What follows belongs to an exercise in optimizing a design on an open flow for small area; a production flow would make more cautious choices.
Function was checked by simulation only, so behaviour that the tests miss may differ from the original.
Power figures rest on the tool's default switching activity, not on a simulated workload.

==> inputs of job 1486 <==
==> flow/design.v <==
`timescale 1ns/1ps
`timescale 1ns/1ps
module regFile (
  input  logic        clk,
  input  logic [15:0] we,
  input  logic [31:0] wd,
  input  logic [15:0] selA,
  input  logic [15:0] selB,
  output logic [31:0] rdA,
  output logic [31:0] rdB
);
  logic [31:0] regs [0:15];
  always_ff @(posedge clk)
  begin
    for (int i = 0; i < 16; i++)
    begin
      if (we[i])
      begin
        regs[i] <= wd;
      end
    end
  end
  always_comb
  begin
    rdA = '0;
    rdB = '0;
    for (int i = 0; i < 16; i++)
    begin
      rdA = rdA | (regs[i] & {32{selA[i]}});
      rdB = rdB | (regs[i] & {32{selB[i]}});
    end
  end
endmodule
`timescale 1ns/1ps
`timescale 1ns/1ps
module executeUnit (
  input  logic        en,
  input  logic [31:0] a,
  input  logic [31:0] b,
  input  logic [3:0]  opc,
  input  logic        cFlag,
  output logic [31:0] result,
  output logic        arith,
  output logic        carry,
  output logic        ovf
);
  logic invA;
  logic invB;
  logic cin;
  always_comb
  begin
    invA  = 1'b0;
    invB  = 1'b0;
    arith = 1'b1;
    cin   = 1'b0;
    case (opc)
      4'd2, 4'd10:  begin invB = 1'b1; cin = 1'b1; end
      4'd3:         begin invA = 1'b1; cin = 1'b1; end
      4'd4, 4'd11:  begin end
      4'd5:         begin cin = cFlag; end
      4'd6:         begin invB = 1'b1; cin = cFlag; end
      4'd7:         begin invA = 1'b1; cin = cFlag; end
      4'd14, 4'd15: begin invB = 1'b1; arith = 1'b0; end
      default:      begin arith = 1'b0; end
    endcase
  end
  logic [31:0] x;
  logic [31:0] y;
  logic [31:0] p;
  logic [31:0] g;
  assign x = a ^ {32{invA}};
  assign y = b ^ {32{invB}};
  assign p = x ^ y;
  assign g = x & y;
  logic [31:0] gp;
  logic [31:0] pp;
  always_comb
  begin
    gp = g;
    pp = p;
    gp[0] = p[0] ? cin : g[0];
    for (int l = 1; l < 32; l = l * 2)
    begin
      for (int i = 2*l - 1; i < 32; i = i + 2*l)
      begin
        gp[i] = pp[i] ? gp[i-l] : gp[i];
        pp[i] = pp[i] & pp[i-l];
      end
    end
    for (int l = 8; l >= 1; l = l / 2)
    begin
      for (int i = 3*l - 1; i < 32; i = i + 2*l)
      begin
        gp[i] = pp[i] ? gp[i-l] : gp[i];
        pp[i] = pp[i] & pp[i-l];
      end
    end
  end
  logic [32:0] c;
  logic [31:0] sum;
  logic [31:0] lv;
  assign c   = {gp, cin};
  assign sum = p ^ c[31:0];
  always_comb
  begin
    case (opc)
      4'd1, 4'd9:   lv = p;        
      4'd12:        lv = p | g;    
      4'd13, 4'd15: lv = y;        
      default:      lv = g;        
    endcase
  end
  assign result = (sum & {32{en & arith}}) | (lv & {32{en & ~arith}});
  assign carry  = c[32];
  assign ovf    = c[32] ^ c[31];
endmodule
`timescale 1ns/1ps
`timescale 1ns/1ps
module armDpTop (
  input  logic        clk,
  input  logic        rstN,
  input  logic        instrValid,
  input  logic [31:0] instr,
  output logic        resultValid,
  output logic        resultWrote,
  output logic [3:0]  resultRd,
  output logic [31:0] resultData,
  output logic [3:0]  flags
);
  logic       immSel;
  logic [3:0] opc;
  logic       setFlags;
  logic [3:0] rn;
  logic [3:0] rd;
  logic [3:0] rot;
  logic [7:0] imm8;
  logic [3:0] rm;
  assign immSel   = instr[25];
  assign opc      = instr[24:21];
  assign setFlags = instr[20];
  assign rn       = instr[19:16];
  assign rd       = instr[15:12];
  assign rot      = instr[11:8];
  assign imm8     = instr[7:0];
  assign rm       = instr[3:0];
  logic        validQ;
  logic        wroteQ;
  logic [3:0]  rdQ;
  logic [31:0] dataQ;
  logic [3:0]  flagsQ;
  logic [15:0] selA;
  logic [15:0] selB;
  logic [15:0] rotHot;
  logic [15:0] we;
  logic        isTest;
  assign isTest = (opc[3:2] == 2'b10);
  always_comb
  begin
    for (int i = 0; i < 16; i++)
    begin
      selA[i]   = (rn == i);
      selB[i]   = (rm == i) & ~immSel;
      rotHot[i] = (rot == i) & immSel;
      we[i]     = ~rstN | (instrValid & ~isTest & (rd == i));
    end
  end
  logic [31:0] rdA;
  logic [31:0] rdB;
  logic [31:0] result;
  regFile regFile0 (
    .clk  (clk),
    .we   (we),
    .wd   (result),
    .selA (selA),
    .selB (selB),
    .rdA  (rdA),
    .rdB  (rdB)
  );
  logic [31:0] immOp;
  always_comb
  begin
    for (int j = 0; j < 32; j++)
    begin
      immOp[j] = 1'b0;
      for (int r = 0; r < 16; r++)
      begin
        if (((j + 2*r) % 32) < 8)
        begin
          immOp[j] = immOp[j] | (rotHot[r] & imm8[(j + 2*r) % 32]);
        end
      end
    end
  end
  logic arith;
  logic carry;
  logic ovf;
  executeUnit executeUnit0 (
    .en     (rstN),
    .a      (rdA),
    .b      (rdB | immOp),
    .opc    (opc),
    .cFlag  (flagsQ[1]),
    .result (result),
    .arith  (arith),
    .carry  (carry),
    .ovf    (ovf)
  );
  logic [3:0] flagsNew;
  assign flagsNew = {result[31], (result == 32'b0),
                     arith ? carry : flagsQ[1],
                     arith ? ovf : flagsQ[0]};
  always_ff @(posedge clk)
  begin
    validQ <= rstN & instrValid;
    wroteQ <= ~isTest;
    rdQ    <= rd;
    dataQ  <= result;
    if (!rstN)
    begin
      flagsQ <= 4'b0;
    end
    else if (instrValid & setFlags)
    begin
      flagsQ <= flagsNew;
    end
  end
  assign resultValid = validQ;
  assign resultWrote = wroteQ;
  assign resultRd    = rdQ;
  assign resultData  = dataQ;
  assign flags       = flagsQ;
endmodule
==> flow/run.sh <==
#!/bin/bash
# synth_recipe.tcl (not shown) runs the flow's synth.tcl, then flattens the netlist and writes it again
# the make line also repeats each setting of config.mk as NAME=value (left out here)
make -C /OpenROAD-flow-scripts/flow DESIGN_CONFIG=/design/flow/config.mk WORK_HOME=/design/flow/orfs CLKGATE_MAP_FILE= SYNTH_SCRIPT=/design/flow/synth_recipe.tcl finish
==> flow/config.mk <==
export PLATFORM = sky130hd
export DESIGN_NAME = armDpTop
export DESIGN_NICKNAME = armDpTop
export VERILOG_FILES = /design/flow/design.v
export SDC_FILE = /design/flow/constraint.sdc
export NUM_CORES = 4
export LEC_CHECK = 0
export CAP_MARGIN = 20
export CORE_MARGIN = 2
export CORE_UTILIZATION = 60
export SLEW_MARGIN = 20
export SYNTH_HIERARCHICAL = 1
export SYNTH_MINIMUM_KEEP_SIZE = 0
==> flow/constraint.sdc <==
create_clock -name core_clock -period 6.5 [get_ports {clk}]
set_input_delay 1.3000 -clock core_clock [delete_from_list [all_inputs] [get_ports {clk}]]
set_output_delay 1.3000 -clock core_clock [all_outputs]
set_load 0.01 [all_outputs]
==> job 1840 (differences from job 1486) <==
- CORE_UTILIZATION: 60 -> 40
==> summary of the runs <==
In design area, job 1840 and job 1486 hardly differ. Against job 1840, the wire length of job 1486 is lower by 2.3%. Of job 1486 and job 1840, job 1840 has the higher clock-buffer cell count (gap 1). Of job 1840 and job 1486, job 1486 has the higher total power (gap about 0.8%, measured against job 1486). Of job 1840 and job 1486, job 1486 has the higher global-route usage (gap 13 points). Job 1840 finished clean. Job 1486 finished with timing, DRC and antenna clean. Non-clock buffer count: job 1840 is lower than job 1486 (39).
==> figures <==
	job 1840	job 1486
Status	timing/DRC/antenna clean	timing/DRC/antenna clean
Number of antenna violations at the first check in global routing	2	3
Max FO, Critical Path	10	16
Number of search-and-repair iterations in the first detailed-routing pass	8	7
Total number of cells along the worst setup path	24	26
Net load switching power	3.58 mW	3.55 mW
Final Total Pwr	11.7 mW	11.8 mW
Relative contribution of combinational cells to total power	25.6%	25.8%
Post_cts resized	39	20
Via count	21,900	22,300
Initial core utilization	40.4%	61.1%
Met2 wire length	44,500 um	44,200 um
# diodes	0	1
Fraction of layout cells with a size suffix above 1	24.0%	25.6%

[static timing again, ports no longer ideal]
No port has a modelled driver above. Below, the same layouts with a new extraction and two added sets of constraints. Step 1, drivers: a clkbuf_16 drives clk and a buf_2 each remaining input, both assumed. Step 2 times the ports against the registers' clock, not the clock port: input delays grow and output delays shrink by t, the midpoint of the rising clock arrivals with the driver on. Slacks: ideal ports / drivers / drivers and shift; pairs: ideal ports / drivers.
run | t (ns) | setup slack, ns | worst setup path at the end | worst slew at a driven data input, ns
job 1486 | 0.685 | 0.181 / 0.219 / -0.466 | input to register | 0.16
job 1840 | 0.690 | 0.242 / 0.265 / -0.424 | input to register | 0.07
Met with ideal ports but missed after step 2: setup timing in job 1486 and job 1840. The setup slack of job 1840, which loses most, moves by +0.023 ns with the drivers and by -0.666 ns with both steps.
